Context: an optimization exercise on an open-source flow, tuned for small area, a short achievable clock period and few clock cycles per item. The choices shown serve that exercise and are no tape-out recipe. Function was not checked in any run shown here: the RTL went through the layout flow alone. Power is estimated from default activity; no workload was simulated.

==> flow/design.v, too long to show whole: its modules and the start of the top module <==
// module csa_fa: 9 lines
// module csa_ha: 8 lines
// module binary_neuron: 1015 lines
module binary_neuron (
    input  logic                    clk,
    input  logic                    reset,
    input  logic                    in_valid,
    output logic                    in_ready,
    input  logic [320:0]            in_req,
    output logic                    out_valid,
    input  logic                    out_ready,
    output logic [9:0]              out_sum
);
  // ...
==> flow/flow/run.sh <==
#!/bin/bash
# The standard layout (standard.sh: ORFS synthesis to final layout), with
# two changes:
#  - the input and output ports are buffered with the smallest buffer,
#    sky130_fd_sc_hd__buf_1, instead of the cell buffer_ports picks by default
#    (clkdlybuf4s50_1); later repair steps may still resize them;
#  - clock tree synthesis adds no dummy loads to the clock tree, and groups
#    the flip-flops into clusters of up to 15 within 75 um for its leaf
#    buffers (instead of searching for a clustering itself).
set -euo pipefail
export BUFFER_PORTS_ARGS="-buffer_cell sky130_fd_sc_hd__buf_1"
export CTS_ARGS="-sink_clustering_enable -repair_clock_nets -buf_list sky130_fd_sc_hd__clkbuf_8 -dont_use_dummy_load -sink_clustering_size 15 -sink_clustering_max_diameter 75"
bash standard.sh > standard_flow.log 2>&1
==> flow/standard.sh <==
#!/bin/bash
# synth_recipe.tcl (not shown) runs the flow's synth.tcl, then flattens the netlist and writes it again
# the make line also repeats each setting of config.mk as NAME=value (left out here)
make -C /OpenROAD-flow-scripts/flow DESIGN_CONFIG=/design/flow/config.mk WORK_HOME=/design/flow/orfs CLKGATE_MAP_FILE= SYNTH_SCRIPT=/design/flow/synth_recipe.tcl "${@:-finish}"
==> flow/config.mk <==
export PLATFORM = sky130hd
export DESIGN_NAME = binary_neuron
export DESIGN_NICKNAME = binary_neuron
export VERILOG_FILES = /design/flow/design.v
export SDC_FILE = /design/flow/constraint.sdc
export NUM_CORES = 4
export LEC_CHECK = 0
export CAP_MARGIN = 20
export CORE_MARGIN = 2
export CORE_UTILIZATION = 40
export CTS_BUF_LIST = sky130_fd_sc_hd__clkbuf_8
export SLEW_MARGIN = 20
export SYNTH_HIERARCHICAL = 1
export SYNTH_MINIMUM_KEEP_SIZE = 0
==> flow/constraint.sdc <==
create_clock -name core_clock -period 6.0 [get_ports {clk}]
set_input_delay 1.2000 -clock core_clock [delete_from_list [all_inputs] [get_ports {clk}]]
set_output_delay 1.2000 -clock core_clock [all_outputs]
set_load 0.01 [all_outputs]
==> flow_summary.ini, run 1 <==
[cells_and_area]
areaGrowthSynthToFinish_pct = 14.0
fin_cells = 2095
postLayoutCoreUtil_pct = 46.5
buffer_area_share_pct = 7.17
reg_top3 = q_data x40, out_sum x10, pending x5
multi_input_area_share_pct = 51.2
drive_gt1_share_pct = 2.02

[synthesis]
synth_top_family_by_area = adder cells
yosysSeqAreaShare_pct = 40.5
synthMostInstantiatedCell = fa_1
synth_common_cells = fa_1, dfxtp_1, nor2_1
ys_async_sr_fraction_pct = 0
synth_top_area_share_pct = 31.5
synth_seq_cells = 287
synth_edf_count = 50

[grt]
grt_pass1_wl_um = 56900
grtUsageMet3_pct = 2.39
busiest_layer = met2

[setup_path]
worstPathRequired_ns = 6.45
critical_path_class = flip-flop to flip-flop

[power_and_ir_drop]
power.group.top = combinational cells
leakagePower_nw = 6.42
comb-power_mw = 4.18

[detailed_routing]
post_drt_wl_per_cell_um = 17.3
ant_nets = 0
top_layer = met4

[run_status]
status = complete, no violations

[placed_design]
pre_cts_ws_ns = 3.16

[floorplanning]
fp.dieW_um = 200

[timing]
holdWs_ns = 0.335
max_slew_margin_pct = 42.0
fin_ws_ns = 3.40

[hold_path]
hold_class = flip-flop to flip-flop

[clock_network]
clkSinkCount = 287
cts_setup_buffers = 0
==> run 2: changes to the inputs <==
--- a/flow/design.v
+++ b/flow/design.v
@@ -214,19 +214,20 @@
     wire p2_61 = in_req[75] ^ (~in_req[3] & (in_req[73] | in_req[74]));
     wire q3_61 = ~(in_req[76] ^ (~in_req[3] & (in_req[73] | in_req[74] | in_req[75])));
     wire p1_62 = in_req[70] ^ (~in_req[2] & in_req[69]);
     wire p2_62 = in_req[71] ^ (~in_req[2] & (in_req[69] | in_req[70]));
     wire q3_62 = ~(in_req[72] ^ (~in_req[2] & (in_req[69] | in_req[70] | in_req[71])));
     wire p1_63 = in_req[66] ^ (~in_req[1] & in_req[65]);
     wire p2_63 = in_req[67] ^ (~in_req[1] & (in_req[65] | in_req[66]));
     wire q3_63 = ~(in_req[68] ^ (~in_req[1] & (in_req[65] | in_req[66] | in_req[67])));
-    logic r1_s39, r1_s41, r1_s43, r1_s45, r1_s47, r1_s49, r1_s51, r1_s53, r1_s55, r1_s65, r1_s67, r1_s69, r1_s71, r1_s73, r1_s75, r1_s77, r1_s79, r1_s81, r1_s83, r1_s85, r1_s87, r1_s89, r1_s91, r1_s93, r1_s95, r1_s97, r1_s99, r1_s101, r1_s103, r1_s105, r1_s107, r1_c44, r1_c46, r1_c48, r1_c50, r1_c52, r1_c54, r1_c56, r1_s109, r1_s111, r1_s113, r1_s115, r1_s117, r1_s119, r1_s121, r1_c110, r1_c112, r1_c114, r1_c116, r1_c118, r1_c120, r1_c122, r1_s161, r1_s163, r1_s165, r1_s167, r1_s169, r1_s171, r1_s173, r1_s175, r1_s177, r1_s179, r1_s181, r1_s183, r1_s185, r1_s187, r1_s189, r1_s191, r1_s193, r1_s195, r1_s197, r1_s199, r1_s201, r1_s203, r1_s205, r1_s207, r1_s209, r1_s211, r1_s213, r1_s215, r1_s217, r1_q3_62, r1_q3_63, r1_c162, r1_c164, r1_c166, r1_c168, r1_c170, r1_c172, r1_c174, r1_c176, r1_c178, r1_c180, r1_c182, r1_c184, r1_c186, r1_c188, r1_c190, r1_c192, r1_c194, r1_c196, r1_c198, r1_c200, r1_c202, r1_s273, r1_s275, r1_s277, r1_s279, r1_s281, r1_s283, r1_s285, r1_s287, r1_s289, r1_s291, r1_s293, r1_s295, r1_s297, r1_s299, r1_s301, r1_s303, r1_s305, r1_s307, r1_s309, r1_s311, r1_s313, r1_c204, r1_c206, r1_c208, r1_c210, r1_c212, r1_c214, r1_c216, r1_c218, r1_c274, r1_c276, r1_c278, r1_c280, r1_c282, r1_c284, r1_c286, r1_c288, r1_c290, r1_c292, r1_c294, r1_c296, r1_c298, r1_c300, r1_c302, r1_c304, r1_c306, r1_c308, r1_c310, r1_c312, r1_c314;
-    logic r2_s257, r2_c158, r2_c160, r2_s259, r2_s261, r2_s263, r2_s265, r2_s369, r2_s371, r2_c266, r2_s373, r2_s375, r2_s377, r2_s379, r2_s381, r2_c378, r2_c380, r2_s425, r2_s427, r2_s429, r2_s431, r2_s433, r2_c382, r2_s435, r2_s437, r2_s459, r2_c434, r2_s461, r2_s463, r2_c436, r2_c438, r2_s465, r2_s467, r2_c464, r2_s483, r2_c466, r2_c468, r2_s485, r2_c484, r2_c486, r2_s63, r2_s157, r2_s159;
-    logic r3_s477, r3_c452, r3_s479, r3_s491, r3_c480, r3_s493, r3_c492, r3_s499, r3_c494, r3_s63, r3_s157, r3_s271, r3_s391, r3_s451, r3_s503, r3_c504, r3_s159;
+    logic r1_s39, r1_s41, r1_s43, r1_s45, r1_s47, r1_s49, r1_s51, r1_s53, r1_s55, r1_s65, r1_s67, r1_s69, r1_s71, r1_s73, r1_s75, r1_s77, r1_s79, r1_s81, r1_s83, r1_s85, r1_s87, r1_s89, r1_s91, r1_s93, r1_s95, r1_s97, r1_s99, r1_s101, r1_s103, r1_s105, r1_s107, r1_c44, r1_c46, r1_c48, r1_c50, r1_c52, r1_c54, r1_c56, r1_s109, r1_s111, r1_s113, r1_s115, r1_s117, r1_s119, r1_s121, r1_p2_62, r1_p2_63, r1_c66, r1_c68, r1_c70, r1_c72, r1_c74, r1_c76, r1_c78, r1_c80, r1_c82, r1_c84, r1_c86, r1_c88, r1_c90, r1_c92, r1_c94, r1_c96, r1_c98, r1_c100, r1_c102, r1_c104, r1_c106, r1_c108, r1_s161, r1_s163, r1_s165, r1_s167, r1_s169, r1_s171, r1_s173, r1_s175, r1_s177, r1_s179, r1_s181, r1_s183, r1_s185, r1_s187, r1_s189, r1_s191, r1_s193, r1_s195, r1_s197, r1_s199, r1_s201, r1_c110, r1_c112, r1_c114, r1_c116, r1_c118, r1_c120, r1_c122, r1_q3_62, r1_q3_63, r1_c162, r1_c164, r1_c166, r1_c168, r1_c170, r1_c172, r1_c174, r1_c176, r1_c178, r1_c180, r1_c182, r1_c184, r1_c186, r1_c188, r1_c190, r1_c192, r1_c194, r1_c196, r1_c198, r1_c200, r1_c202, r1_s273, r1_s275, r1_s277, r1_s279, r1_s281, r1_s283, r1_s285, r1_s287, r1_s289, r1_s291, r1_s293, r1_s295, r1_s297, r1_s299, r1_s301, r1_s303, r1_s305, r1_s307, r1_s309, r1_s311, r1_s313, r1_c274, r1_c276, r1_c278, r1_c280, r1_c282, r1_c284, r1_c286, r1_c288, r1_c290, r1_c292, r1_c294, r1_c296, r1_c298, r1_c300, r1_c302, r1_c304, r1_c306, r1_c308, r1_c310, r1_c312, r1_c314;
+    logic r2_s257, r2_c158, r2_c160, r2_s259, r2_s261, r2_s263, r2_s265, r2_c258, r2_s365, r2_c260, r2_c262, r2_s367, r2_s369, r2_c264, r2_c266, r2_s371, r2_s373, r2_s375, r2_s377, r2_s419, r2_c366, r2_c368, r2_c370, r2_s421, r2_s423, r2_c372, r2_c374, r2_s425, r2_s427, r2_c376, r2_c378, r2_s429, r2_s431, r2_c418, r2_c420, r2_c422, r2_c424, r2_c426, r2_c428, r2_s457, r2_s459, r2_c430, r2_s461, r2_c432, r2_c458, r2_c460, r2_c462, r2_s483, r2_c484, r2_s63, r2_s157, r2_s159;
+    logic r3_c392, r3_s447, r3_s449, r3_c448, r3_c450, r3_s475, r3_s477, r3_c476, r3_s489, r3_c478, r3_s491, r3_c488, r3_s497, r3_c490, r3_c492, r3_c498, r3_s63, r3_s157, r3_s271, r3_s391, r3_s159;
+    logic r4_s63, r4_s157, r4_s271, r4_s391, r4_s451, r4_s481, r4_c482, r4_c496, r4_c502, r4_c504, r4_s159, r4_s495, r4_s501, r4_s503;
     wire s1 = ~(in_req[317] ^ in_req[313]);
     wire c2 = in_req[317] | in_req[313];
     wire s3, c4;
     csa_fa u_s3 (.a(in_req[309]), .b(in_req[305]), .c(in_req[301]), .s(s3), .co(c4));
     wire s5, c6;
     csa_fa u_s5 (.a(in_req[297]), .b(in_req[293]), .c(in_req[289]), .s(s5), .co(c6));
     wire s7, c8;
     csa_fa u_s7 (.a(in_req[285]), .b(in_req[281]), .c(in_req[277]), .s(s7), .co(c8));
@@ -374,17 +375,17 @@
     csa_fa u_s149 (.a(s123), .b(s125), .c(s127), .s(s149), .co(c150));
     wire s151, c152;
     csa_fa u_s151 (.a(s129), .b(s131), .c(s133), .s(s151), .co(c152));
     wire s153, c154;
     csa_fa u_s153 (.a(s135), .b(s137), .c(s139), .s(s153), .co(c154));
     wire s155, c156;
     csa_fa u_s155 (.a(s141), .b(s143), .c(s145), .s(s155), .co(c156));
     wire s157, c158;
-    csa_fa u_s157 (.a(c64), .b(s147), .c(s149), .s(s157), .co(c158));
+    csa_fa u_s157 (.a(s147), .b(c64), .c(s149), .s(s157), .co(c158));
     wire s159, c160;
     csa_fa u_s159 (.a(s151), .b(s153), .c(s155), .s(s159), .co(c160));
     wire s161 = ~(p2_0 ^ p2_1);
     wire c162 = p2_0 | p2_1;
     wire s163, c164;
     csa_fa u_s163 (.a(p2_2), .b(p2_3), .c(p2_4), .s(s163), .co(c164));
     wire s165, c166;
     csa_fa u_s165 (.a(p2_5), .b(p2_6), .c(p2_7), .s(s165), .co(c166));
@@ -420,73 +421,73 @@
     csa_fa u_s195 (.a(p2_50), .b(p2_51), .c(p2_52), .s(s195), .co(c196));
     wire s197, c198;
     csa_fa u_s197 (.a(p2_53), .b(p2_54), .c(p2_55), .s(s197), .co(c198));
     wire s199, c200;
     csa_fa u_s199 (.a(p2_56), .b(p2_57), .c(p2_58), .s(s199), .co(c200));
     wire s201, c202;
     csa_fa u_s201 (.a(p2_59), .b(p2_60), .c(p2_61), .s(s201), .co(c202));
     wire s203, c204;
-    csa_fa u_s203 (.a(p2_62), .b(p2_63), .c(c66), .s(s203), .co(c204));
+    csa_fa u_s203 (.a(r1_p2_62), .b(r1_p2_63), .c(r1_c66), .s(s203), .co(c204));
     wire s205, c206;
-    csa_fa u_s205 (.a(c68), .b(c70), .c(c72), .s(s205), .co(c206));
+    csa_fa u_s205 (.a(r1_c68), .b(r1_c70), .c(r1_c72), .s(s205), .co(c206));
     wire s207, c208;
-    csa_fa u_s207 (.a(c74), .b(c76), .c(c78), .s(s207), .co(c208));
+    csa_fa u_s207 (.a(r1_c74), .b(r1_c76), .c(r1_c78), .s(s207), .co(c208));
     wire s209, c210;
-    csa_fa u_s209 (.a(c80), .b(c82), .c(c84), .s(s209), .co(c210));
+    csa_fa u_s209 (.a(r1_c80), .b(r1_c82), .c(r1_c84), .s(s209), .co(c210));
     wire s211, c212;
-    csa_fa u_s211 (.a(c86), .b(c88), .c(c90), .s(s211), .co(c212));
+    csa_fa u_s211 (.a(r1_c86), .b(r1_c88), .c(r1_c90), .s(s211), .co(c212));
     wire s213, c214;
-    csa_fa u_s213 (.a(c92), .b(c94), .c(c96), .s(s213), .co(c214));
+    csa_fa u_s213 (.a(r1_c92), .b(r1_c94), .c(r1_c96), .s(s213), .co(c214));
     wire s215, c216;
-    csa_fa u_s215 (.a(c98), .b(c100), .c(c102), .s(s215), .co(c216));
+    csa_fa u_s215 (.a(r1_c98), .b(r1_c100), .c(r1_c102), .s(s215), .co(c216));
     wire s217, c218;
-    csa_fa u_s217 (.a(c104), .b(c106), .c(c108), .s(s217), .co(c218));
+    csa_fa u_s217 (.a(r1_c104), .b(r1_c106), .c(r1_c108), .s(s217), .co(c218));
     wire s219, c220;
-    csa_fa u_s219 (.a(r1_c110), .b(r1_c112), .c(r1_c114), .s(s219), .co(c220));
+    csa_fa u_s219 (.a(r1_s161), .b(r1_s163), .c(r1_s165), .s(s219), .co(c220));
     wire s221, c222;
-    csa_fa u_s221 (.a(r1_c116), .b(r1_c118), .c(r1_c120), .s(s221), .co(c222));
+    csa_fa u_s221 (.a(r1_s167), .b(r1_s169), .c(r1_s171), .s(s221), .co(c222));
     wire s223, c224;
-    csa_fa u_s223 (.a(r1_c122), .b(r1_s161), .c(r1_s163), .s(s223), .co(c224));
+    csa_fa u_s223 (.a(r1_s173), .b(r1_s175), .c(r1_s177), .s(s223), .co(c224));
     wire s225, c226;
-    csa_fa u_s225 (.a(r1_s165), .b(r1_s167), .c(r1_s169), .s(s225), .co(c226));
+    csa_fa u_s225 (.a(r1_s179), .b(r1_s181), .c(r1_s183), .s(s225), .co(c226));
     wire s227, c228;
-    csa_fa u_s227 (.a(r1_s171), .b(r1_s173), .c(r1_s175), .s(s227), .co(c228));
+    csa_fa u_s227 (.a(r1_s185), .b(r1_s187), .c(r1_s189), .s(s227), .co(c228));
     wire s229, c230;
-    csa_fa u_s229 (.a(r1_s177), .b(r1_s179), .c(r1_s181), .s(s229), .co(c230));
+    csa_fa u_s229 (.a(r1_s191), .b(r1_s193), .c(r1_s195), .s(s229), .co(c230));
     wire s231, c232;
-    csa_fa u_s231 (.a(r1_s183), .b(r1_s185), .c(r1_s187), .s(s231), .co(c232));
+    csa_fa u_s231 (.a(r1_s197), .b(r1_s199), .c(r1_s201), .s(s231), .co(c232));
     wire s233, c234;
-    csa_fa u_s233 (.a(r1_s189), .b(r1_s191), .c(r1_s193), .s(s233), .co(c234));
+    csa_fa u_s233 (.a(r1_c110), .b(r1_c112), .c(r1_c114), .s(s233), .co(c234));
     wire s235, c236;
-    csa_fa u_s235 (.a(r1_s195), .b(r1_s197), .c(r1_s199), .s(s235), .co(c236));
+    csa_fa u_s235 (.a(r1_c116), .b(r1_c118), .c(r1_c120), .s(s235), .co(c236));
     wire s237, c238;
-    csa_fa u_s237 (.a(r1_s201), .b(r1_s203), .c(r1_s205), .s(s237), .co(c238));
+    csa_fa u_s237 (.a(r1_c122), .b(c124), .c(c126), .s(s237), .co(c238));
     wire s239, c240;
-    csa_fa u_s239 (.a(r1_s207), .b(r1_s209), .c(r1_s211), .s(s239), .co(c240));
+    csa_fa u_s239 (.a(c128), .b(c130), .c(c132), .s(s239), .co(c240));
     wire s241, c242;
-    csa_fa u_s241 (.a(r1_s213), .b(r1_s215), .c(r1_s217), .s(s241), .co(c242));
+    csa_fa u_s241 (.a(c134), .b(c136), .c(c138), .s(s241), .co(c242));
     wire s243, c244;
-    csa_fa u_s243 (.a(s237), .b(s239), .c(s241), .s(s243), .co(c244));
+    csa_fa u_s243 (.a(c140), .b(c142), .c(c144), .s(s243), .co(c244));
     wire s245, c246;
-    csa_fa u_s245 (.a(c124), .b(c126), .c(c128), .s(s245), .co(c246));
+    csa_fa u_s245 (.a(c146), .b(s203), .c(s205), .s(s245), .co(c246));
     wire s247, c248;
-    csa_fa u_s247 (.a(c130), .b(c132), .c(c134), .s(s247), .co(c248));
+    csa_fa u_s247 (.a(s207), .b(s209), .c(s211), .s(s247), .co(c248));
     wire s249, c250;
-    csa_fa u_s249 (.a(c136), .b(c138), .c(c140), .s(s249), .co(c250));
+    csa_fa u_s249 (.a(s213), .b(s215), .c(s217), .s(s249), .co(c250));
     wire s251, c252;
-    csa_fa u_s251 (.a(c142), .b(c144), .c(c146), .s(s251), .co(c252));
+    csa_fa u_s251 (.a(s219), .b(s221), .c(s223), .s(s251), .co(c252));
     wire s253, c254;
-    csa_fa u_s253 (.a(s219), .b(s221), .c(s223), .s(s253), .co(c254));
+    csa_fa u_s253 (.a(s225), .b(s227), .c(s229), .s(s253), .co(c254));
     wire s255, c256;
-    csa_fa u_s255 (.a(s225), .b(s227), .c(s229), .s(s255), .co(c256));
+    csa_fa u_s255 (.a(s231), .b(s233), .c(s235), .s(s255), .co(c256));
     wire s257, c258;
-    csa_fa u_s257 (.a(s231), .b(s233), .c(s235), .s(s257), .co(c258));
+    csa_fa u_s257 (.a(c148), .b(s237), .c(s239), .s(s257), .co(c258));
     wire s259, c260;
-    csa_fa u_s259 (.a(s243), .b(c148), .c(c150), .s(s259), .co(c260));
+    csa_fa u_s259 (.a(s241), .b(s243), .c(c150), .s(s259), .co(c260));
     wire s261, c262;
     csa_fa u_s261 (.a(c152), .b(c154), .c(c156), .s(s261), .co(c262));
     wire s263, c264;
     csa_fa u_s263 (.a(s245), .b(s247), .c(s249), .s(s263), .co(c264));
     wire s265, c266;
     csa_fa u_s265 (.a(s251), .b(s253), .c(s255), .s(s265), .co(c266));
     wire s267, c268;
     csa_fa u_s267 (.a(r2_s257), .b(r2_c158), .c(r2_c160), .s(s267), .co(c268));
@@ -560,63 +561,63 @@
     csa_fa u_s335 (.a(r1_s287), .b(r1_s289), .c(r1_s291), .s(s335), .co(c336));
     wire s337, c338;
     csa_fa u_s337 (.a(r1_s293), .b(r1_s295), .c(r1_s297), .s(s337), .co(c338));
     wire s339, c340;
     csa_fa u_s339 (.a(r1_s299), .b(r1_s301), .c(r1_s303), .s(s339), .co(c340));
     wire s341, c342;
     csa_fa u_s341 (.a(r1_s305), .b(r1_s307), .c(r1_s309), .s(s341), .co(c342));
     wire s343, c344;
-    csa_fa u_s343 (.a(r1_s311), .b(r1_s313), .c(r1_c204), .s(s343), .co(c344));
+    csa_fa u_s343 (.a(r1_s311), .b(r1_s313), .c(c204), .s(s343), .co(c344));
     wire s345, c346;
-    csa_fa u_s345 (.a(r1_c206), .b(r1_c208), .c(r1_c210), .s(s345), .co(c346));
+    csa_fa u_s345 (.a(c206), .b(c208), .c(c210), .s(s345), .co(c346));
     wire s347, c348;
-    csa_fa u_s347 (.a(r1_c212), .b(r1_c214), .c(r1_c216), .s(s347), .co(c348));
+    csa_fa u_s347 (.a(c212), .b(c214), .c(c216), .s(s347), .co(c348));
     wire s349, c350;
-    csa_fa u_s349 (.a(r1_c218), .b(c238), .c(c240), .s(s349), .co(c350));
+    csa_fa u_s349 (.a(c218), .b(c220), .c(c222), .s(s349), .co(c350));
     wire s351, c352;
-    csa_fa u_s351 (.a(c242), .b(c220), .c(c222), .s(s351), .co(c352));
+    csa_fa u_s351 (.a(c224), .b(c226), .c(c228), .s(s351), .co(c352));
     wire s353, c354;
-    csa_fa u_s353 (.a(c224), .b(c226), .c(c228), .s(s353), .co(c354));
+    csa_fa u_s353 (.a(c230), .b(c232), .c(c234), .s(s353), .co(c354));
     wire s355, c356;
-    csa_fa u_s355 (.a(c230), .b(c232), .c(c234), .s(s355), .co(c356));
+    csa_fa u_s355 (.a(c236), .b(s315), .c(s317), .s(s355), .co(c356));
     wire s357, c358;
-    csa_fa u_s357 (.a(c236), .b(s315), .c(s317), .s(s357), .co(c358));
+    csa_fa u_s357 (.a(s319), .b(s321), .c(s323), .s(s357), .co(c358));
     wire s359, c360;
-    csa_fa u_s359 (.a(s319), .b(s321), .c(s323), .s(s359), .co(c360));
+    csa_fa u_s359 (.a(s325), .b(s327), .c(s329), .s(s359), .co(c360));
     wire s361, c362;
-    csa_fa u_s361 (.a(s325), .b(s327), .c(s329), .s(s361), .co(c362));
+    csa_fa u_s361 (.a(s331), .b(s333), .c(s335), .s(s361), .co(c362));
     wire s363, c364;
-    csa_fa u_s363 (.a(s331), .b(s333), .c(s335), .s(s363), .co(c364));
+    csa_fa u_s363 (.a(s337), .b(s339), .c(s341), .s(s363), .co(c364));
     wire s365, c366;
-    csa_fa u_s365 (.a(s337), .b(s339), .c(s341), .s(s365), .co(c366));
+    csa_fa u_s365 (.a(c238), .b(c240), .c(c242), .s(s365), .co(c366));
     wire s367, c368;
-    csa_fa u_s367 (.a(s343), .b(s345), .c(s347), .s(s367), .co(c368));
+    csa_fa u_s367 (.a(c244), .b(s343), .c(s345), .s(s367), .co(c368));
     wire s369, c370;
-    csa_fa u_s369 (.a(s349), .b(c244), .c(c246), .s(s369), .co(c370));
+    csa_fa u_s369 (.a(s347), .b(s349), .c(s351), .s(s369), .co(c370));
     wire s371, c372;
-    csa_fa u_s371 (.a(c248), .b(c250), .c(c252), .s(s371), .co(c372));
+    csa_fa u_s371 (.a(s353), .b(c246), .c(c248), .s(s371), .co(c372));
     wire s373, c374;
-    csa_fa u_s373 (.a(c254), .b(c256), .c(c258), .s(s373), .co(c374));
+    csa_fa u_s373 (.a(c250), .b(c252), .c(c254), .s(s373), .co(c374));
     wire s375, c376;
-    csa_fa u_s375 (.a(s351), .b(s353), .c(s355), .s(s375), .co(c376));
+    csa_fa u_s375 (.a(c256), .b(s355), .c(s357), .s(s375), .co(c376));
     wire s377, c378;
-    csa_fa u_s377 (.a(s357), .b(s359), .c(s361), .s(s377), .co(c378));
+    csa_fa u_s377 (.a(s359), .b(s361), .c(s363), .s(s377), .co(c378));
     wire s379, c380;
-    csa_fa u_s379 (.a(s363), .b(s365), .c(s367), .s(s379), .co(c380));
+    csa_fa u_s379 (.a(r2_c258), .b(r2_s365), .c(r2_c260), .s(s379), .co(c380));
     wire s381, c382;
-    csa_fa u_s381 (.a(c260), .b(c262), .c(c264), .s(s381), .co(c382));
+    csa_fa u_s381 (.a(r2_c262), .b(r2_s367), .c(r2_s369), .s(s381), .co(c382));
     wire s383, c384;
-    csa_fa u_s383 (.a(r2_s369), .b(r2_s371), .c(r2_c266), .s(s383), .co(c384));
+    csa_fa u_s383 (.a(r2_c264), .b(r2_c266), .c(r2_s371), .s(s383), .co(c384));
     wire s385, c386;
     csa_fa u_s385 (.a(r2_s373), .b(r2_s375), .c(r2_s377), .s(s385), .co(c386));
     wire s387, c388;
-    csa_fa u_s387 (.a(r2_s379), .b(r2_s381), .c(c268), .s(s387), .co(c388));
+    csa_fa u_s387 (.a(c268), .b(c270), .c(s379), .s(s387), .co(c388));
     wire s389, c390;
-    csa_fa u_s389 (.a(c270), .b(s383), .c(s385), .s(s389), .co(c390));
+    csa_fa u_s389 (.a(s381), .b(s383), .c(s385), .s(s389), .co(c390));
     wire s391, c392;
     csa_fa u_s391 (.a(c272), .b(s387), .c(s389), .s(s391), .co(c392));
     wire s393 = ~(r1_c274 ^ r1_c276);
     wire c394 = r1_c274 | r1_c276;
     wire s395, c396;
     csa_fa u_s395 (.a(r1_c278), .b(r1_c280), .c(r1_c282), .s(s395), .co(c396));
     wire s397, c398;
     csa_fa u_s397 (.a(r1_c284), .b(r1_c286), .c(r1_c288), .s(s397), .co(c398));
@@ -634,132 +635,132 @@
     csa_fa u_s409 (.a(c320), .b(c322), .c(c324), .s(s409), .co(c410));
     wire s411, c412;
     csa_fa u_s411 (.a(c326), .b(c328), .c(c330), .s(s411), .co(c412));
     wire s413, c414;
     csa_fa u_s413 (.a(c332), .b(c334), .c(c336), .s(s413), .co(c414));
     wire s415, c416;
     csa_fa u_s415 (.a(c338), .b(c340), .c(c342), .s(s415), .co(c416));
     wire s417, c418;
-    csa_fa u_s417 (.a(c344), .b(c346), .c(c348), .s(s417), .co(c418));
+    csa_fa u_s417 (.a(s393), .b(s395), .c(s397), .s(s417), .co(c418));
     wire s419, c420;
-    csa_fa u_s419 (.a(c350), .b(s393), .c(s395), .s(s419), .co(c420));
+    csa_fa u_s419 (.a(s399), .b(s401), .c(s403), .s(s419), .co(c420));
     wire s421, c422;
-    csa_fa u_s421 (.a(s397), .b(s399), .c(s401), .s(s421), .co(c422));
+    csa_fa u_s421 (.a(s405), .b(c344), .c(c346), .s(s421), .co(c422));
     wire s423, c424;
-    csa_fa u_s423 (.a(s403), .b(s405), .c(c352), .s(s423), .co(c424));
+    csa_fa u_s423 (.a(c348), .b(c350), .c(c352), .s(s423), .co(c424));
     wire s425, c426;
-    csa_fa u_s425 (.a(c354), .b(c356), .c(c358), .s(s425), .co(c426));
+    csa_fa u_s425 (.a(c354), .b(s407), .c(s409), .s(s425), .co(c426));
     wire s427, c428;
-    csa_fa u_s427 (.a(c360), .b(c362), .c(c364), .s(s427), .co(c428));
+    csa_fa u_s427 (.a(s411), .b(s413), .c(s415), .s(s427), .co(c428));
     wire s429, c430;
-    csa_fa u_s429 (.a(c366), .b(c368), .c(s407), .s(s429), .co(c430));
+    csa_fa u_s429 (.a(c356), .b(c358), .c(c360), .s(s429), .co(c430));
     wire s431, c432;
-    csa_fa u_s431 (.a(s409), .b(s411), .c(s413), .s(s431), .co(c432));
+    csa_fa u_s431 (.a(c362), .b(c364), .c(s417), .s(s431), .co(c432));
     wire s433, c434;
-    csa_fa u_s433 (.a(s415), .b(s417), .c(s419), .s(s433), .co(c434));
+    csa_fa u_s433 (.a(r2_s419), .b(r2_c366), .c(r2_c368), .s(s433), .co(c434));
     wire s435, c436;
-    csa_fa u_s435 (.a(s421), .b(c370), .c(c372), .s(s435), .co(c436));
+    csa_fa u_s435 (.a(r2_c370), .b(r2_s421), .c(r2_s423), .s(s435), .co(c436));
     wire s437, c438;
-    csa_fa u_s437 (.a(c374), .b(c376), .c(s423), .s(s437), .co(c438));
+    csa_fa u_s437 (.a(r2_c372), .b(r2_c374), .c(r2_s425), .s(s437), .co(c438));
     wire s439, c440;
-    csa_fa u_s439 (.a(r2_c378), .b(r2_c380), .c(r2_s425), .s(s439), .co(c440));
+    csa_fa u_s439 (.a(r2_s427), .b(r2_c376), .c(r2_c378), .s(s439), .co(c440));
     wire s441, c442;
-    csa_fa u_s441 (.a(r2_s427), .b(r2_s429), .c(r2_s431), .s(s441), .co(c442));
+    csa_fa u_s441 (.a(r2_s429), .b(r2_s431), .c(c380), .s(s441), .co(c442));
     wire s443, c444;
-    csa_fa u_s443 (.a(r2_s433), .b(r2_c382), .c(r2_s435), .s(s443), .co(c444));
+    csa_fa u_s443 (.a(c382), .b(c384), .c(c386), .s(s443), .co(c444));
     wire s445, c446;
-    csa_fa u_s445 (.a(r2_s437), .b(c384), .c(c386), .s(s445), .co(c446));
+    csa_fa u_s445 (.a(s433), .b(s435), .c(s437), .s(s445), .co(c446));
     wire s447, c448;
-    csa_fa u_s447 (.a(s439), .b(s441), .c(s443), .s(s447), .co(c448));
+    csa_fa u_s447 (.a(s439), .b(c388), .c(c390), .s(s447), .co(c448));
     wire s449, c450;
-    csa_fa u_s449 (.a(c388), .b(c390), .c(s445), .s(s449), .co(c450));
+    csa_fa u_s449 (.a(s441), .b(s443), .c(s445), .s(s449), .co(c450));
     wire s451, c452;
-    csa_fa u_s451 (.a(s447), .b(c392), .c(s449), .s(s451), .co(c452));
+    csa_fa u_s451 (.a(r3_c392), .b(r3_s447), .c(r3_s449), .s(s451), .co(c452));
     wire s453 = ~(c394 ^ c396);
     wire c454 = c394 | c396;
     wire s455, c456;
     csa_fa u_s455 (.a(c398), .b(c400), .c(c402), .s(s455), .co(c456));
     wire s457, c458;
     csa_fa u_s457 (.a(c404), .b(c406), .c(c408), .s(s457), .co(c458));
     wire s459, c460;
     csa_fa u_s459 (.a(c410), .b(c412), .c(c414), .s(s459), .co(c460));
     wire s461, c462;
-    csa_fa u_s461 (.a(c416), .b(c418), .c(c420), .s(s461), .co(c462));
+    csa_fa u_s461 (.a(c416), .b(s453), .c(s455), .s(s461), .co(c462));
     wire s463, c464;
-    csa_fa u_s463 (.a(c422), .b(s453), .c(s455), .s(s463), .co(c464));
+    csa_fa u_s463 (.a(r2_c418), .b(r2_c420), .c(r2_c422), .s(s463), .co(c464));
     wire s465, c466;
-    csa_fa u_s465 (.a(c424), .b(c426), .c(c428), .s(s465), .co(c466));
+    csa_fa u_s465 (.a(r2_c424), .b(r2_c426), .c(r2_c428), .s(s465), .co(c466));
     wire s467, c468;
-    csa_fa u_s467 (.a(c430), .b(c432), .c(s457), .s(s467), .co(c468));
+    csa_fa u_s467 (.a(r2_s457), .b(r2_s459), .c(r2_c430), .s(s467), .co(c468));
     wire s469, c470;
-    csa_fa u_s469 (.a(r2_s459), .b(r2_c434), .c(r2_s461), .s(s469), .co(c470));
+    csa_fa u_s469 (.a(r2_s461), .b(r2_c432), .c(c434), .s(s469), .co(c470));
     wire s471, c472;
-    csa_fa u_s471 (.a(r2_s463), .b(r2_c436), .c(r2_c438), .s(s471), .co(c472));
+    csa_fa u_s471 (.a(c436), .b(c438), .c(c440), .s(s471), .co(c472));
     wire s473, c474;
-    csa_fa u_s473 (.a(r2_s465), .b(r2_s467), .c(c440), .s(s473), .co(c474));
+    csa_fa u_s473 (.a(s463), .b(s465), .c(s467), .s(s473), .co(c474));
     wire s475, c476;
-    csa_fa u_s475 (.a(c442), .b(c444), .c(s469), .s(s475), .co(c476));
+    csa_fa u_s475 (.a(c442), .b(c444), .c(c446), .s(s475), .co(c476));
     wire s477, c478;
-    csa_fa u_s477 (.a(s471), .b(c446), .c(c448), .s(s477), .co(c478));
+    csa_fa u_s477 (.a(s469), .b(s471), .c(s473), .s(s477), .co(c478));
     wire s479, c480;
-    csa_fa u_s479 (.a(s473), .b(s475), .c(c450), .s(s479), .co(c480));
+    csa_fa u_s479 (.a(r3_c448), .b(r3_c450), .c(r3_s475), .s(s479), .co(c480));
     wire s481, c482;
-    csa_fa u_s481 (.a(r3_s477), .b(r3_c452), .c(r3_s479), .s(s481), .co(c482));
+    csa_fa u_s481 (.a(r3_s477), .b(c452), .c(s479), .s(s481), .co(c482));
     wire s483 = ~(c454 ^ c456);
     wire c484 = c454 | c456;
     wire s485, c486;
-    csa_fa u_s485 (.a(c458), .b(c460), .c(c462), .s(s485), .co(c486));
+    csa_fa u_s485 (.a(r2_c458), .b(r2_c460), .c(r2_c462), .s(s485), .co(c486));
     wire s487, c488;
-    csa_fa u_s487 (.a(r2_c464), .b(r2_s483), .c(r2_c466), .s(s487), .co(c488));
+    csa_fa u_s487 (.a(r2_s483), .b(c464), .c(c466), .s(s487), .co(c488));
     wire s489, c490;
-    csa_fa u_s489 (.a(r2_c468), .b(r2_s485), .c(c470), .s(s489), .co(c490));
+    csa_fa u_s489 (.a(c468), .b(s485), .c(c470), .s(s489), .co(c490));
     wire s491, c492;
-    csa_fa u_s491 (.a(c472), .b(s487), .c(c474), .s(s491), .co(c492));
+    csa_fa u_s491 (.a(c472), .b(c474), .c(s487), .s(s491), .co(c492));
     wire s493, c494;
-    csa_fa u_s493 (.a(c476), .b(s489), .c(c478), .s(s493), .co(c494));
+    csa_fa u_s493 (.a(r3_c476), .b(r3_s489), .c(r3_c478), .s(s493), .co(c494));
     wire s495, c496;
-    csa_fa u_s495 (.a(r3_s491), .b(r3_c480), .c(r3_s493), .s(s495), .co(c496));
-    wire s497 = ~(r2_c484 ^ r2_c486);
-    wire c498 = r2_c484 | r2_c486;
+    csa_fa u_s495 (.a(r3_s491), .b(c480), .c(s493), .s(s495), .co(c496));
+    wire s497 = ~(r2_c484 ^ c486);
+    wire c498 = r2_c484 | c486;
     wire s499, c500;
-    csa_fa u_s499 (.a(c488), .b(s497), .c(c490), .s(s499), .co(c500));
+    csa_fa u_s499 (.a(r3_c488), .b(r3_s497), .c(r3_c490), .s(s499), .co(c500));
     wire s501, c502;
-    csa_fa u_s501 (.a(r3_c492), .b(r3_s499), .c(r3_c494), .s(s501), .co(c502));
-    wire s503 = ~(c498 ^ c500);
-    wire c504 = c498 | c500;
-    wire [9:0] row_a = {r3_c504, r3_s503, c496, c482, s481, r3_s451, r3_s391, r3_s271, r3_s157, r3_s63};
-    wire [9:0] row_b = {1'b0, c502, s501, s495, 1'b0, 1'b0, 1'b0, 1'b0, r3_s159, 1'b0};
+    csa_fa u_s501 (.a(r3_c492), .b(c494), .c(s499), .s(s501), .co(c502));
+    wire s503 = ~(r3_c498 ^ c500);
+    wire c504 = r3_c498 | c500;
+    wire [9:0] row_a = {r4_c504, r4_c502, r4_c496, r4_c482, r4_s481, r4_s451, r4_s391, r4_s271, r4_s157, r4_s63};
+    wire [9:0] row_b = {1'b0, r4_s503, r4_s501, r4_s495, 1'b0, 1'b0, 1'b0, 1'b0, r4_s159, 1'b0};
     wire [9:0] total = row_a + row_b;
     logic         accept, pop;
-    logic [4:0] pending, pending_next;
+    logic [5:0] pending, pending_next;
     assign accept = in_valid && in_ready;
     assign pop    = out_valid && out_ready;
     always_comb begin
         case ({accept, pop})
-            2'b10:   pending_next = {pending[3:0], 1'b1};
-            2'b01:   pending_next = {1'b0, pending[4:1]};
+            2'b10:   pending_next = {pending[4:0], 1'b1};
+            2'b01:   pending_next = {1'b0, pending[5:1]};
             default: pending_next = pending;
         endcase
     end
     always_ff @(posedge clk) begin
         if (reset) begin
             pending  <= '0;
             in_ready <= 1'b1;
         end else begin
             pending  <= pending_next;
-            in_ready <= !pending_next[4];
+            in_ready <= !pending_next[5];
         end
     end
-    logic [3:1] stage_valid;
+    logic [4:1] stage_valid;
     always_ff @(posedge clk) begin
         if (reset) begin
             stage_valid <= '0;
         end else begin
-            stage_valid <= {stage_valid[2:1], accept};
+            stage_valid <= {stage_valid[3:1], accept};
         end
     end
     always_ff @(posedge clk) begin
         r1_s39 <= s39;
         r1_s41 <= s41;
         r1_s43 <= s43;
         r1_s45 <= s45;
         r1_s47 <= s47;
@@ -798,23 +799,40 @@
         r1_c56 <= c56;
         r1_s109 <= s109;
         r1_s111 <= s111;
         r1_s113 <= s113;
         r1_s115 <= s115;
         r1_s117 <= s117;
         r1_s119 <= s119;
         r1_s121 <= s121;
-        r1_c110 <= c110;
-        r1_c112 <= c112;
-        r1_c114 <= c114;
-        r1_c116 <= c116;
-        r1_c118 <= c118;
-        r1_c120 <= c120;
-        r1_c122 <= c122;
+        r1_p2_62 <= p2_62;
+        r1_p2_63 <= p2_63;
+        r1_c66 <= c66;
+        r1_c68 <= c68;
+        r1_c70 <= c70;
+        r1_c72 <= c72;
+        r1_c74 <= c74;
+        r1_c76 <= c76;
+        r1_c78 <= c78;
+        r1_c80 <= c80;
+        r1_c82 <= c82;
+        r1_c84 <= c84;
+        r1_c86 <= c86;
+        r1_c88 <= c88;
+        r1_c90 <= c90;
+        r1_c92 <= c92;
+        r1_c94 <= c94;
+        r1_c96 <= c96;
+        r1_c98 <= c98;
+        r1_c100 <= c100;
+        r1_c102 <= c102;
+        r1_c104 <= c104;
+        r1_c106 <= c106;
+        r1_c108 <= c108;
         r1_s161 <= s161;
         r1_s163 <= s163;
         r1_s165 <= s165;
         r1_s167 <= s167;
         r1_s169 <= s169;
         r1_s171 <= s171;
         r1_s173 <= s173;
         r1_s175 <= s175;
@@ -826,24 +844,23 @@
         r1_s187 <= s187;
         r1_s189 <= s189;
         r1_s191 <= s191;
         r1_s193 <= s193;
         r1_s195 <= s195;
         r1_s197 <= s197;
         r1_s199 <= s199;
         r1_s201 <= s201;
-        r1_s203 <= s203;
-        r1_s205 <= s205;
-        r1_s207 <= s207;
-        r1_s209 <= s209;
-        r1_s211 <= s211;
-        r1_s213 <= s213;
-        r1_s215 <= s215;
-        r1_s217 <= s217;
+        r1_c110 <= c110;
+        r1_c112 <= c112;
+        r1_c114 <= c114;
+        r1_c116 <= c116;
+        r1_c118 <= c118;
+        r1_c120 <= c120;
+        r1_c122 <= c122;
         r1_q3_62 <= q3_62;
         r1_q3_63 <= q3_63;
         r1_c162 <= c162;
         r1_c164 <= c164;
         r1_c166 <= c166;
         r1_c168 <= c168;
         r1_c170 <= c170;
         r1_c172 <= c172;
@@ -878,24 +895,16 @@
         r1_s299 <= s299;
         r1_s301 <= s301;
         r1_s303 <= s303;
         r1_s305 <= s305;
         r1_s307 <= s307;
         r1_s309 <= s309;
         r1_s311 <= s311;
         r1_s313 <= s313;
-        r1_c204 <= c204;
-        r1_c206 <= c206;
-        r1_c208 <= c208;
-        r1_c210 <= c210;
-        r1_c212 <= c212;
-        r1_c214 <= c214;
-        r1_c216 <= c216;
-        r1_c218 <= c218;
         r1_c274 <= c274;
         r1_c276 <= c276;
         r1_c278 <= c278;
         r1_c280 <= c280;
         r1_c282 <= c282;
         r1_c284 <= c284;
         r1_c286 <= c286;
         r1_c288 <= c288;
@@ -916,111 +925,140 @@
     always_ff @(posedge clk) begin
         r2_s257 <= s257;
         r2_c158 <= c158;
         r2_c160 <= c160;
         r2_s259 <= s259;
         r2_s261 <= s261;
         r2_s263 <= s263;
         r2_s265 <= s265;
+        r2_c258 <= c258;
+        r2_s365 <= s365;
+        r2_c260 <= c260;
+        r2_c262 <= c262;
+        r2_s367 <= s367;
         r2_s369 <= s369;
-        r2_s371 <= s371;
+        r2_c264 <= c264;
         r2_c266 <= c266;
+        r2_s371 <= s371;
         r2_s373 <= s373;
         r2_s375 <= s375;
         r2_s377 <= s377;
-        r2_s379 <= s379;
-        r2_s381 <= s381;
-        r2_c378 <= c378;
-        r2_c380 <= c380;
+        r2_s419 <= s419;
+        r2_c366 <= c366;
+        r2_c368 <= c368;
+        r2_c370 <= c370;
+        r2_s421 <= s421;
+        r2_s423 <= s423;
+        r2_c372 <= c372;
+        r2_c374 <= c374;
         r2_s425 <= s425;
         r2_s427 <= s427;
+        r2_c376 <= c376;
+        r2_c378 <= c378;
         r2_s429 <= s429;
         r2_s431 <= s431;
-        r2_s433 <= s433;
-        r2_c382 <= c382;
-        r2_s435 <= s435;
-        r2_s437 <= s437;
+        r2_c418 <= c418;
+        r2_c420 <= c420;
+        r2_c422 <= c422;
+        r2_c424 <= c424;
+        r2_c426 <= c426;
+        r2_c428 <= c428;
+        r2_s457 <= s457;
         r2_s459 <= s459;
-        r2_c434 <= c434;
+        r2_c430 <= c430;
         r2_s461 <= s461;
-        r2_s463 <= s463;
-        r2_c436 <= c436;
-        r2_c438 <= c438;
-        r2_s465 <= s465;
-        r2_s467 <= s467;
-        r2_c464 <= c464;
+        r2_c432 <= c432;
+        r2_c458 <= c458;
+        r2_c460 <= c460;
+        r2_c462 <= c462;
         r2_s483 <= s483;
-        r2_c466 <= c466;
-        r2_c468 <= c468;
-        r2_s485 <= s485;
         r2_c484 <= c484;
-        r2_c486 <= c486;
         r2_s63 <= s63;
         r2_s157 <= s157;
         r2_s159 <= s159;
     end
     always_ff @(posedge clk) begin
+        r3_c392 <= c392;
+        r3_s447 <= s447;
+        r3_s449 <= s449;
+        r3_c448 <= c448;
+        r3_c450 <= c450;
+        r3_s475 <= s475;
         r3_s477 <= s477;
-        r3_c452 <= c452;
-        r3_s479 <= s479;
+        r3_c476 <= c476;
+        r3_s489 <= s489;
+        r3_c478 <= c478;
         r3_s491 <= s491;
-        r3_c480 <= c480;
-        r3_s493 <= s493;
+        r3_c488 <= c488;
+        r3_s497 <= s497;
+        r3_c490 <= c490;
         r3_c492 <= c492;
-        r3_s499 <= s499;
-        r3_c494 <= c494;
+        r3_c498 <= c498;
         r3_s63 <= r2_s63;
         r3_s157 <= r2_s157;
         r3_s271 <= s271;
         r3_s391 <= s391;
-        r3_s451 <= s451;
-        r3_s503 <= s503;
-        r3_c504 <= c504;
         r3_s159 <= r2_s159;
     end
-    logic [9:0]      q_data [0:3];
-    logic [3:0]    q_wr, q_rd, q_occ;
+    always_ff @(posedge clk) begin
+        r4_s63 <= r3_s63;
+        r4_s157 <= r3_s157;
+        r4_s271 <= r3_s271;
+        r4_s391 <= r3_s391;
+        r4_s451 <= s451;
+        r4_s481 <= s481;
+        r4_c482 <= c482;
+        r4_c496 <= c496;
+        r4_c502 <= c502;
+        r4_c504 <= c504;
+        r4_s159 <= r3_s159;
+        r4_s495 <= s495;
+        r4_s501 <= s501;
+        r4_s503 <= s503;
+    end
+    logic [9:0]      q_data [0:4];
+    logic [4:0]    q_wr, q_rd, q_occ;
     logic [9:0]      q_head;
     logic            q_empty;
     logic            result;        
     logic            head_load;     
     logic            q_push, q_pull;
-    assign result    = stage_valid[3];
+    assign result    = stage_valid[4];
     assign q_empty   = !q_occ[0];
     assign head_load = !out_valid || out_ready;
     assign q_pull    = head_load && !q_empty;
     assign q_push    = result && !(head_load && q_empty);
-    logic [3:0]    q_occ_next;
+    logic [4:0]    q_occ_next;
     logic            q_empty_sel;   
-    logic [3:0]    occ_if_load, occ_if_hold;
-    assign occ_if_hold = result ? {q_occ[2:0], 1'b1} : q_occ;
-    assign occ_if_load = (result || q_empty) ? q_occ : {1'b0, q_occ[3:1]};
+    logic [4:0]    occ_if_load, occ_if_hold;
+    assign occ_if_hold = result ? {q_occ[3:0], 1'b1} : q_occ;
+    assign occ_if_load = (result || q_empty) ? q_occ : {1'b0, q_occ[4:1]};
     assign q_occ_next  = head_load ? occ_if_load : occ_if_hold;
     always_ff @(posedge clk) begin
         if (reset) begin
-            q_wr        <= 4'd1;
-            q_rd        <= 4'd1;
+            q_wr        <= 5'd1;
+            q_rd        <= 5'd1;
             q_occ       <= '0;
             q_empty_sel <= 1'b1;
         end else begin
-            if (q_push) q_wr <= {q_wr[2:0], q_wr[3]};
-            if (q_pull) q_rd <= {q_rd[2:0], q_rd[3]};
+            if (q_push) q_wr <= {q_wr[3:0], q_wr[4]};
+            if (q_pull) q_rd <= {q_rd[3:0], q_rd[4]};
             q_occ       <= q_occ_next;
             q_empty_sel <= !q_occ_next[0];
         end
     end
     always_ff @(posedge clk) begin
-        for (int i = 0; i < 4; i++) begin
+        for (int i = 0; i < 5; i++) begin
             if (q_push && q_wr[i]) q_data[i] <= total;
         end
     end
     always_comb begin
         q_head = '0;
-        for (int i = 0; i < 4; i++) begin
+        for (int i = 0; i < 5; i++) begin
             q_head = q_head | (q_data[i] & {10{q_rd[i]}});
         end
     end
     always_ff @(posedge clk) begin
         if (reset) begin
             out_valid <= 1'b0;
         end else if (head_load) begin
             out_valid <= !q_empty || result;
--- a/flow/flow/run.sh
+++ b/flow/flow/run.sh
@@ -3,11 +3,14 @@
 # two changes:
 #  - the input and output ports are buffered with the smallest buffer,
 #    sky130_fd_sc_hd__buf_1, instead of the cell buffer_ports picks by default
 #    (clkdlybuf4s50_1); later repair steps may still resize them;
 #  - clock tree synthesis adds no dummy loads to the clock tree, and groups
 #    the flip-flops into clusters of up to 15 within 75 um for its leaf
 #    buffers (instead of searching for a clustering itself).
 set -euo pipefail
+# keep temporary files (Yosys/ABC) inside the work folder
+export TMPDIR="$PWD/tmp"
+mkdir -p "$TMPDIR"
 export BUFFER_PORTS_ARGS="-buffer_cell sky130_fd_sc_hd__buf_1"
 export CTS_ARGS="-sink_clustering_enable -repair_clock_nets -buf_list sky130_fd_sc_hd__clkbuf_8 -dont_use_dummy_load -sink_clustering_size 15 -sink_clustering_max_diameter 75"
 bash standard.sh > standard_flow.log 2>&1
==> run 2 against run 1 <==
Effect of this change: still clean; non-clock buffer count unchanged; sequential cell count up 50; cell area up 7.2%; setup slack better by 0.21 ns; largest power group unchanged; die area up 7.4%; synthesized area up 7.6%; routed wire length up 6.9%; largest cell class unchanged.
==> flow_summary.ini, run 2 <==
[power_and_ir_drop]
peakVddDrop_mv = 0.239
powerDensity_nw_per_um2 = 449
leakagePower_nw = 6.94

[detailed_routing]
dr.pass1.iters = 5
post_drt_wl_per_cell_um = 17.7
vias = 10100
drt-initial-drc-count = 444
drc = 0
ant_nets = 0
postRouteWirelength_um = 38700
post_drt_via_cell_ratio = 4.62

[setup_path]
worstPathMaxFanout = 10
end_kind = flip-flop
critical_path_class = input pin to flip-flop
path_buf_inv = 2
cp_slowest_cell = nor2b_1
critical-path-max-stage-delay_ns = 0.59
cpLargestDelayFamily = simple AND/OR/NAND/NOR gates
regToRegSetupSlack_ns = 3.84
cp-start-kind = input pin
timing.rr.start = r1_s167$_DFF_P_
crit_path_start = out_ready
worstPathRequired_ns = 6.18
worst_ep_arrival_time_ns = 2.57
worstPathCellList = buf_1 > nor2b_1 > o21a_1 > nand2_1 > inv_1

[synthesis]
ys_top_cells_by_area = dfxtp_1, fa_1, edfxtp_1
yosysTopAreaCell = dfxtp_1
synth_edf_count = 60
synth_common_cells = dfxtp_1, fa_1, nor2_1
synth_seq_cells = 337
synth_cells = 1298
ys_types = 40
synthMostInstantiatedCell = dfxtp_1
synth_top_area_share_pct = 33.4
ys_async_sr_fraction_pct = 0
yosysSeqAreaShare_pct = 44.3
synth_nets = 1882
synth_ff_type = dfxtp_1
syn_area_sq_um = 16600
synth_warnings = 8
synth_area_per_cell_sq_um = 12.8

[floorplanning]
die_h_um = 208
floorplan.initialDensity_pct = 40.6
num_io_pins = 337
rows = 74
dieArea_sq_um = 43100
fp.dieW_um = 208
core_sq_um = 40900

[hold_path]
min-delay-start = r3_s271$_DFF_P_
hold_class = flip-flop to flip-flop

[clock_network]
cts-resized-gates = 0
cts_tree = yes
htreeDepth = 1
cts-root-buf = clkbuf_8
clk_pin_slew_ns = 0.09
ctsHoldBuffers = 0
clk_latency_ns = 0.61
cts_setup_buffers = 0
cts_buffers = 27
cts_buffer_depth = 3
clkSinkCount = 337

[timing]
period_minus_slack_ns = 2.39
setup_viol = 0
fmaxAchievable_mhz = 418
finalCritPeriodShare_pct = 39.9
fin_ws_ns = 3.61
max_slew_margin_pct = 50.0
hold_viol_final = 0
holdWs_ns = 0.332
fin_setup_tns_ns = 0
slew_violations = 0
fin_skew_ns = 0.0726
grt_setup_unrepaired = no
worstMarginPinSlew_ns = 0.749

[cells_and_area]
final_common_cell = buf_1
largest_reg_flops = 50
postLayoutCoreUtil_pct = 46.1
reg_top3 = q_data x50, out_sum x10, pending x6
areaGrowthSynthToFinish_pct = 13.6
drive_gt1_share_pct = 2.06
most-common-layout-cells = buf_1, dfxtp_1, fa_1
final_nets = 2234
largest-register = q_data

[placed_design]
dp_hpwl_um = 33900
pre_cts_ws_ns = 3.06
gp_congestion = 0.859
io_buffers = 336

[flow_run]
cap_violations = 0

[grt]
antenna_found_initial = 3
grt_pass1_vias = 11000
gr-total-overflow = 0
grtUsageTotal_pct = 18.2
grt_pass1_wl_um = 60300
grt_max_degree = 28

[run_status]
status = complete, no violations
## run 2: worst paths after layout
kind                                                to  depth (start not counted)
worst max-delay path            q_data[1][8]$_DFFE_PP_                          5
worst min-delay path                   r4_s271$_DFF_P_                          0
worst min register to register         r4_s271$_DFF_P_                          0
worst max register to register         r2_s265$_DFF_P_                          3
## run 2: power by group
group          internal, mW  leakage, nW  switching [mW]  total (mW)
clock                 0.401        0.194           0.678        1.08
combinational          1.75         3.87            2.07        3.82
sequential             3.19         2.88           0.369        3.56
## run 2: cell type report
class / instances / area, sq um
Multi-Input combinational cell: 912 / 9060
Sequential cell: 337 / 7350
Fill cell: 3813 / 22100
Antenna cell: 3 / 7.51
Tap cell: 532 / 666
Inverter: 36 / 135
Timing Repair Buffer: 336 / 1260
Clock buffer: 27 / 372
## run 2: kinds of logic (layout without fill, tap and decap cells)
kind of cell               after synthesis  count (layout)  synth area share (%)
adders and majority gates              259             259                  30.5
and+or+nand+nor                        392             392                  10.8
DFF                                    337             337                  44.3
muxes                                    2               2                 0.128
AOI/OAI and AO/OA                       59              59                  2.60
xor gates and xnor gates               200             200                  10.6
buffers and inverters                   49             399                  1.16
other                                    0               3                     0
## run 2: per-layer routing
layer	up-vias	wire [um]	global-route usage, %
met4	0	644	3.23
met5	-	0	0
met3	39	2040	3.07
li1	4858	-	-
met2	291	20400	33.8
met1	4904	15600	22.4
## run 2: through the flow
step / instance area [sq um] / instances / total power [mW]
2_1_floorplan: 16600 / 1298 / 5.86
3_3_place_gp: 18500 / 2153 / 7.43
3_5_place_dp: 18500 / 2153 / 7.57
4_1_cts: 18800 / 2180 / 8.65
5_1_grt: 18800 / 2181 / 9.27
6_report: 18800 / 2183 / 8.46
## run 2: Yosys stat by module, one instance, submodules excluded
module,flops+latches,area (sq um)
binary_neuron,337,11700
csa_fa,0,20.0

port drivers added, routing unchanged:
The flow's constraints put no driver on any port. The routed layouts listed below were extracted and timed again, unchanged, in two steps.
Step 1 sets driving cells, clkbuf_16 on the clock port and buf_2 on the other inputs (assumed; they add their load-dependent delay and slew).
Step 2 adds t to the input delays and takes it off the output delays; t is the mean of the earliest and latest rising clock arrival at the registers after step 1. Input paths then give back, and output paths get back, about the clock's delay inside the block.
a / b / c = ideal ports / drivers / drivers and shift; a / b = the first two.
| run | t (ns) | setup WS [ns] | worst setup path at the end | worst data-port slew with drivers (ns) | pins driven straight from the clock port |
|---|---|---|---|---|---|
| run 1 | 0.575 | 3.399 / 3.399 / 3.193 | input to register | 0.08 | 1 |
| run 2 | 0.609 | 3.608 / 3.631 / 3.022 | input to register | 0.08 | 1 |
After both steps every run listed still meets setup and hold. The setup slack of run 2, which loses most, moves by +0.023 ns with the drivers and by -0.586 ns with both steps.
